This is an optimization exercise on Yosys and OpenROAD, whose aim is small area, a short achievable clock period and few clock cycles per item, not a production implementation. Function was checked by simulation only, so behaviour that the tests miss may differ from the original. Power is estimated from default activity; no workload was simulated.

## v6
==> flow/design.v <==
package deq_pkg;
	localparam logic [2:0] CMD_PUSH_BACK  = 3'd0;
	localparam logic [2:0] CMD_PUSH_FRONT = 3'd1;
	localparam logic [2:0] CMD_POP_FRONT  = 3'd2;
	localparam logic [2:0] CMD_POP_BACK   = 3'd3;
	localparam logic [2:0] CMD_DUMP       = 3'd4;
	localparam logic [1:0] STAT_OK    = 2'd0;
	localparam logic [1:0] STAT_FULL  = 2'd1;
	localparam logic [1:0] STAT_EMPTY = 2'd2;
	localparam int VALUE_W = 32;
	typedef logic [4:0] fill_t;
	typedef struct packed {
		logic [2:0]                cmd;
		logic signed [VALUE_W-1:0] item_value;
	} in_item_t;
	typedef struct packed {
		logic signed [VALUE_W-1:0] out_value;
		logic [1:0]                status;
		logic                      last_of_run;
		fill_t                     fill_count;
	} out_item_t;
endpackage
module deq_ram #(
	parameter int WIDTH = 32,
	parameter int DEPTH = 16
) (
	input  logic             clk,
	input  logic [DEPTH-1:0] we,
	input  logic [WIDTH-1:0] wdata,
	input  logic [DEPTH-1:0] rsel,
	output logic [WIDTH-1:0] rdata
);
	logic [WIDTH-1:0] mem_q [DEPTH];
	always_ff @(posedge clk) begin
		for (int i = 0; i < DEPTH; i++) begin
			if (we[i]) begin
				mem_q[i] <= wdata;
			end
		end
	end
	always_comb begin
		rdata = '0;
		for (int i = 0; i < DEPTH; i++) begin
			rdata = rdata | (mem_q[i] & {WIDTH{rsel[i]}});
		end
	end
endmodule
module deq_ctrl #(
	parameter int DEPTH = 16
) (
	input  logic                        clk,
	input  logic                        arst_n,
	input  logic                        cmd_valid,
	output logic                        cmd_stall,
	input  deq_pkg::in_item_t           cmd_item,
	output logic                        res_valid,
	input  logic                        res_stall,
	output deq_pkg::out_item_t          res_item,
	output logic [DEPTH-1:0]            ram_we,
	output logic [DEPTH-1:0]            ram_rsel,
	input  logic [deq_pkg::VALUE_W-1:0] ram_rdata
);
	logic [3:0]       front_q, back_q;
	logic [4:0]       cnt;         
	logic [3:0]       span;
	logic             empty_q, full_q;
	logic             s1_v, s1_v_d;
	logic [DEPTH-1:0] s1_rsel;
	logic [1:0]       s1_status;
	logic             s1_last, s1_last_d;
	logic             s1_next_last;
	logic                        o_v, o_v_d;
	logic [deq_pkg::VALUE_W-1:0] o_val;
	logic [1:0]                  o_status;
	logic                        o_last;
	logic [4:0]                  o_fill;
	logic             hold_q, pend_q, lastp_q;
	logic             blocked, s1_adv, accept;
	logic             is_pushb, is_pushf, is_popf, is_popb, is_dump, is_used;
	logic [DEPTH-1:0] oh_front, oh_front_m1, oh_back, oh_back_m1;
	always_comb begin
		for (int i = 0; i < DEPTH; i++) begin
			oh_front[i] = (front_q == i[3:0]);
			oh_back[i]  = (back_q == i[3:0]);
		end
	end
	assign span = back_q - front_q;
	assign cnt  = {full_q, span};
	assign oh_front_m1 = {oh_front[0], oh_front[DEPTH-1:1]};
	assign oh_back_m1  = {oh_back[0], oh_back[DEPTH-1:1]};
	assign is_pushb = (cmd_item.cmd == deq_pkg::CMD_PUSH_BACK);
	assign is_pushf = (cmd_item.cmd == deq_pkg::CMD_PUSH_FRONT);
	assign is_popf  = (cmd_item.cmd == deq_pkg::CMD_POP_FRONT);
	assign is_popb  = (cmd_item.cmd == deq_pkg::CMD_POP_BACK);
	assign is_dump  = (cmd_item.cmd == deq_pkg::CMD_DUMP);
	assign is_used  = is_pushb || is_pushf || is_popf || is_popb || is_dump;
	assign blocked   = pend_q && res_stall;
	assign s1_adv    = s1_v && !blocked;
	assign cmd_stall = hold_q || (lastp_q && res_stall);
	assign accept    = cmd_valid && !cmd_stall;
	assign ram_we   = (oh_back | oh_front_m1) & {DEPTH{!full_q && !blocked}};
	assign ram_rsel = s1_rsel;
	assign res_valid            = o_v;
	assign res_item.out_value   = o_val;
	assign res_item.status      = o_status;
	assign res_item.last_of_run = o_last;
	assign res_item.fill_count  = o_fill;
	assign s1_next_last = |({s1_rsel[DEPTH-2:0], s1_rsel[DEPTH-1]} & oh_back_m1);
	always_comb begin
		o_v_d     = s1_v || (o_v && res_stall);
		s1_v_d    = s1_v;
		s1_last_d = s1_last;
		if (accept) begin
			s1_v_d    = is_used;
			s1_last_d = !(is_dump && !empty_q && cnt != 5'd1);
		end else if (s1_adv) begin
			s1_v_d    = !s1_last;
			s1_last_d = s1_next_last;
		end
	end
	always_ff @(posedge clk or negedge arst_n) begin
		if (!arst_n) begin
			front_q    <= '0;
			back_q     <= '0;
			empty_q    <= 1'b1;
			full_q     <= 1'b0;
			s1_v       <= 1'b0;
			o_v        <= 1'b0;
			hold_q     <= 1'b0;
			pend_q     <= 1'b0;
			lastp_q    <= 1'b0;
		end else begin
			s1_v   <= s1_v_d;
			o_v    <= o_v_d;
			hold_q <= s1_v_d && !s1_last_d;
			pend_q <= s1_v_d && o_v_d;
			lastp_q <= s1_v_d && o_v_d && s1_last_d;
			if (accept) begin
				if (is_pushb && !full_q) begin
					back_q <= back_q + 4'd1;
				end
				if (is_pushf && !full_q) begin
					front_q <= front_q - 4'd1;
				end
				if (is_popf && !empty_q) begin
					front_q <= front_q + 4'd1;
				end
				if (is_popb && !empty_q) begin
					back_q <= back_q - 4'd1;
				end
				if ((is_pushb || is_pushf) && !full_q) begin
					empty_q <= 1'b0;
					full_q  <= (cnt == 5'd15);
				end
				if ((is_popf || is_popb) && !empty_q) begin
					empty_q <= (cnt == 5'd1);
					full_q  <= 1'b0;
				end
			end
		end
	end
	always_ff @(posedge clk) begin
		s1_last <= s1_last_d;
		if (accept) begin
			s1_rsel   <= '0;
			s1_status <= deq_pkg::STAT_OK;
			if ((is_pushb || is_pushf) && full_q) s1_status <= deq_pkg::STAT_FULL;
			if ((is_popf || is_popb || is_dump) && empty_q) s1_status <= deq_pkg::STAT_EMPTY;
			if ((is_popf || is_dump) && !empty_q) s1_rsel <= oh_front;
			if (is_popb && !empty_q) s1_rsel <= oh_back_m1;
		end else if (s1_adv) begin
			s1_rsel <= {s1_rsel[DEPTH-2:0], s1_rsel[DEPTH-1]};
		end
	end
	always_ff @(posedge clk) begin
		if (s1_adv) begin
			o_val    <= ram_rdata;
			o_status <= s1_status;
			o_last   <= s1_last;
			o_fill   <= cnt;
		end
	end
endmodule
module double_ended_queue_core #(
	parameter int DEPTH = 16
) (
	input  logic               clk,
	input  logic               arst_n,
	input  logic               cmd_valid,
	output logic               cmd_stall,
	input  deq_pkg::in_item_t  cmd_item,
	output logic               res_valid,
	input  logic               res_stall,
	output deq_pkg::out_item_t res_item
);
	logic [DEPTH-1:0]            ram_we;
	logic [DEPTH-1:0]            ram_rsel;
	logic [deq_pkg::VALUE_W-1:0] ram_rdata;
	deq_ctrl #(
		.DEPTH (DEPTH)
	) u_ctrl (
		.clk       (clk),
		.arst_n    (arst_n),
		.cmd_valid (cmd_valid),
		.cmd_stall (cmd_stall),
		.cmd_item  (cmd_item),
		.res_valid (res_valid),
		.res_stall (res_stall),
		.res_item  (res_item),
		.ram_we    (ram_we),
		.ram_rsel  (ram_rsel),
		.ram_rdata (ram_rdata)
	);
	deq_ram #(
		.WIDTH (deq_pkg::VALUE_W),
		.DEPTH (DEPTH)
	) u_ram (
		.clk   (clk),
		.we    (ram_we),
		.wdata (cmd_item.item_value),
		.rsel  (ram_rsel),
		.rdata (ram_rdata)
	);
endmodule
module deq_top (
	input  logic        clk,
	input  logic        arst_n,
	input  logic        cmd_valid,
	output logic        cmd_stall,
	input  logic [34:0] cmd_item,
	output logic        res_valid,
	input  logic        res_stall,
	output logic [39:0] res_item
);
	deq_pkg::in_item_t  cmd_s;
	deq_pkg::out_item_t res_s;
	assign cmd_s    = cmd_item;
	assign res_item = res_s;
	double_ended_queue_core #(
		.DEPTH (16)
	) u_core (
		.clk       (clk),
		.arst_n    (arst_n),
		.cmd_valid (cmd_valid),
		.cmd_stall (cmd_stall),
		.cmd_item  (cmd_s),
		.res_valid (res_valid),
		.res_stall (res_stall),
		.res_item  (res_s)
	);
endmodule
make LEC_CHECK=0 CAP_MARGIN=20 CORE_MARGIN=2 CORE_UTILIZATION=40 CTS_CLUSTER_DIAMETER=100 CTS_CLUSTER_SIZE=20 SETUP_SLACK_MARGIN=2.0 SLEW_MARGIN=20 finish   # period 4.0 ns
run.sh (not shown) runs the stock make flow with config.mk's settings and CLKGATE_MAP_FILE= SYNTH_SCRIPT=/design/flow/synth_recipe.tcl, a recipe that flattens the netlist after the stock synthesis.
Testbench counts of v6, summed over its fixed seeds: cycles 38,109, items 24,000.
--- input diff v6..v7 ---
--- a/flow/design.v
+++ b/flow/design.v
@@ -58,14 +58,13 @@
 	output deq_pkg::out_item_t          res_item,
 	output logic [DEPTH-1:0]            ram_we,
 	output logic [DEPTH-1:0]            ram_rsel,
 	input  logic [deq_pkg::VALUE_W-1:0] ram_rdata
 );
 	logic [3:0]       front_q, back_q;
-	logic [4:0]       cnt;         
-	logic [3:0]       span;
+	logic [4:0]       cnt_q;
 	logic             empty_q, full_q;
 	logic             s1_v, s1_v_d;
 	logic [DEPTH-1:0] s1_rsel;
 	logic [1:0]       s1_status;
 	logic             s1_last, s1_last_d;
 	logic             s1_next_last;
@@ -81,14 +80,12 @@
 	always_comb begin
 		for (int i = 0; i < DEPTH; i++) begin
 			oh_front[i] = (front_q == i[3:0]);
 			oh_back[i]  = (back_q == i[3:0]);
 		end
 	end
-	assign span = back_q - front_q;
-	assign cnt  = {full_q, span};
 	assign oh_front_m1 = {oh_front[0], oh_front[DEPTH-1:1]};
 	assign oh_back_m1  = {oh_back[0], oh_back[DEPTH-1:1]};
 	assign is_pushb = (cmd_item.cmd == deq_pkg::CMD_PUSH_BACK);
 	assign is_pushf = (cmd_item.cmd == deq_pkg::CMD_PUSH_FRONT);
 	assign is_popf  = (cmd_item.cmd == deq_pkg::CMD_POP_FRONT);
 	assign is_popb  = (cmd_item.cmd == deq_pkg::CMD_POP_BACK);
@@ -109,22 +106,23 @@
 	always_comb begin
 		o_v_d     = s1_v || (o_v && res_stall);
 		s1_v_d    = s1_v;
 		s1_last_d = s1_last;
 		if (accept) begin
 			s1_v_d    = is_used;
-			s1_last_d = !(is_dump && !empty_q && cnt != 5'd1);
+			s1_last_d = !(is_dump && !empty_q && cnt_q != 5'd1);
 		end else if (s1_adv) begin
 			s1_v_d    = !s1_last;
 			s1_last_d = s1_next_last;
 		end
 	end
 	always_ff @(posedge clk or negedge arst_n) begin
 		if (!arst_n) begin
 			front_q    <= '0;
 			back_q     <= '0;
+			cnt_q      <= '0;
 			empty_q    <= 1'b1;
 			full_q     <= 1'b0;
 			s1_v       <= 1'b0;
 			o_v        <= 1'b0;
 			hold_q     <= 1'b0;
 			pend_q     <= 1'b0;
@@ -146,17 +144,19 @@
 					front_q <= front_q + 4'd1;
 				end
 				if (is_popb && !empty_q) begin
 					back_q <= back_q - 4'd1;
 				end
 				if ((is_pushb || is_pushf) && !full_q) begin
+					cnt_q   <= cnt_q + 5'd1;
 					empty_q <= 1'b0;
-					full_q  <= (cnt == 5'd15);
+					full_q  <= (cnt_q == 5'd15);
 				end
 				if ((is_popf || is_popb) && !empty_q) begin
-					empty_q <= (cnt == 5'd1);
+					cnt_q   <= cnt_q - 5'd1;
+					empty_q <= (cnt_q == 5'd1);
 					full_q  <= 1'b0;
 				end
 			end
 		end
 	end
 	always_ff @(posedge clk) begin
@@ -174,13 +174,13 @@
 	end
 	always_ff @(posedge clk) begin
 		if (s1_adv) begin
 			o_val    <= ram_rdata;
 			o_status <= s1_status;
 			o_last   <= s1_last;
-			o_fill   <= cnt;
+			o_fill   <= cnt_q;
 		end
 	end
 endmodule
 module double_ended_queue_core #(
 	parameter int DEPTH = 16
 ) (
==> comparison <==
Changes observed in v7 relative to v6: average wire length per cell after detail routing went down by 1.1 um, total power of the final layout went down by 0.81%. Horizontal extent of the die: v7 > v6. Cmp v7 and v6 / number of vias after detailed routing / lower: v7. Sequential fraction of total cell area in v7 vs v6: up 0.33 points.
Testbench counts of v7, summed over its fixed seeds: cycles 38,109, items 24,000.

[static timing again, ports no longer ideal]
The flow's constraints put no driver on any port. The routed layouts listed below were extracted and timed again, unchanged, in two steps.
Step 1 (the two cells are an assumption about what drives the block):
set clk [get_ports {clk}]
set_driving_cell -lib_cell sky130_fd_sc_hd__clkbuf_16 $clk
set_driving_cell -lib_cell sky130_fd_sc_hd__buf_2 [delete_from_list [all_inputs] $clk]
Step 2, shift: input delay + t, output delay - t, t = (earliest + latest rising clock arrival at the registers) / 2. This alone moves slack from input paths to output paths.
Three values: ideal ports, drivers, drivers and shift; two values: the first two.
| run | shift t [ns] | setup slack, ns | worst setup path after step 2 |
|---|---|---|---|
| v6 | 0.628 | 1.906 / 1.845 / 1.483 | input to register |
| v7 | 0.617 | 1.909 / 1.855 / 1.589 | input to register |
After both steps setup and hold are still met in every run listed. For v6, which loses most, drivers alone change the setup slack by -0.061 ns; drivers and shift together by -0.423 ns.
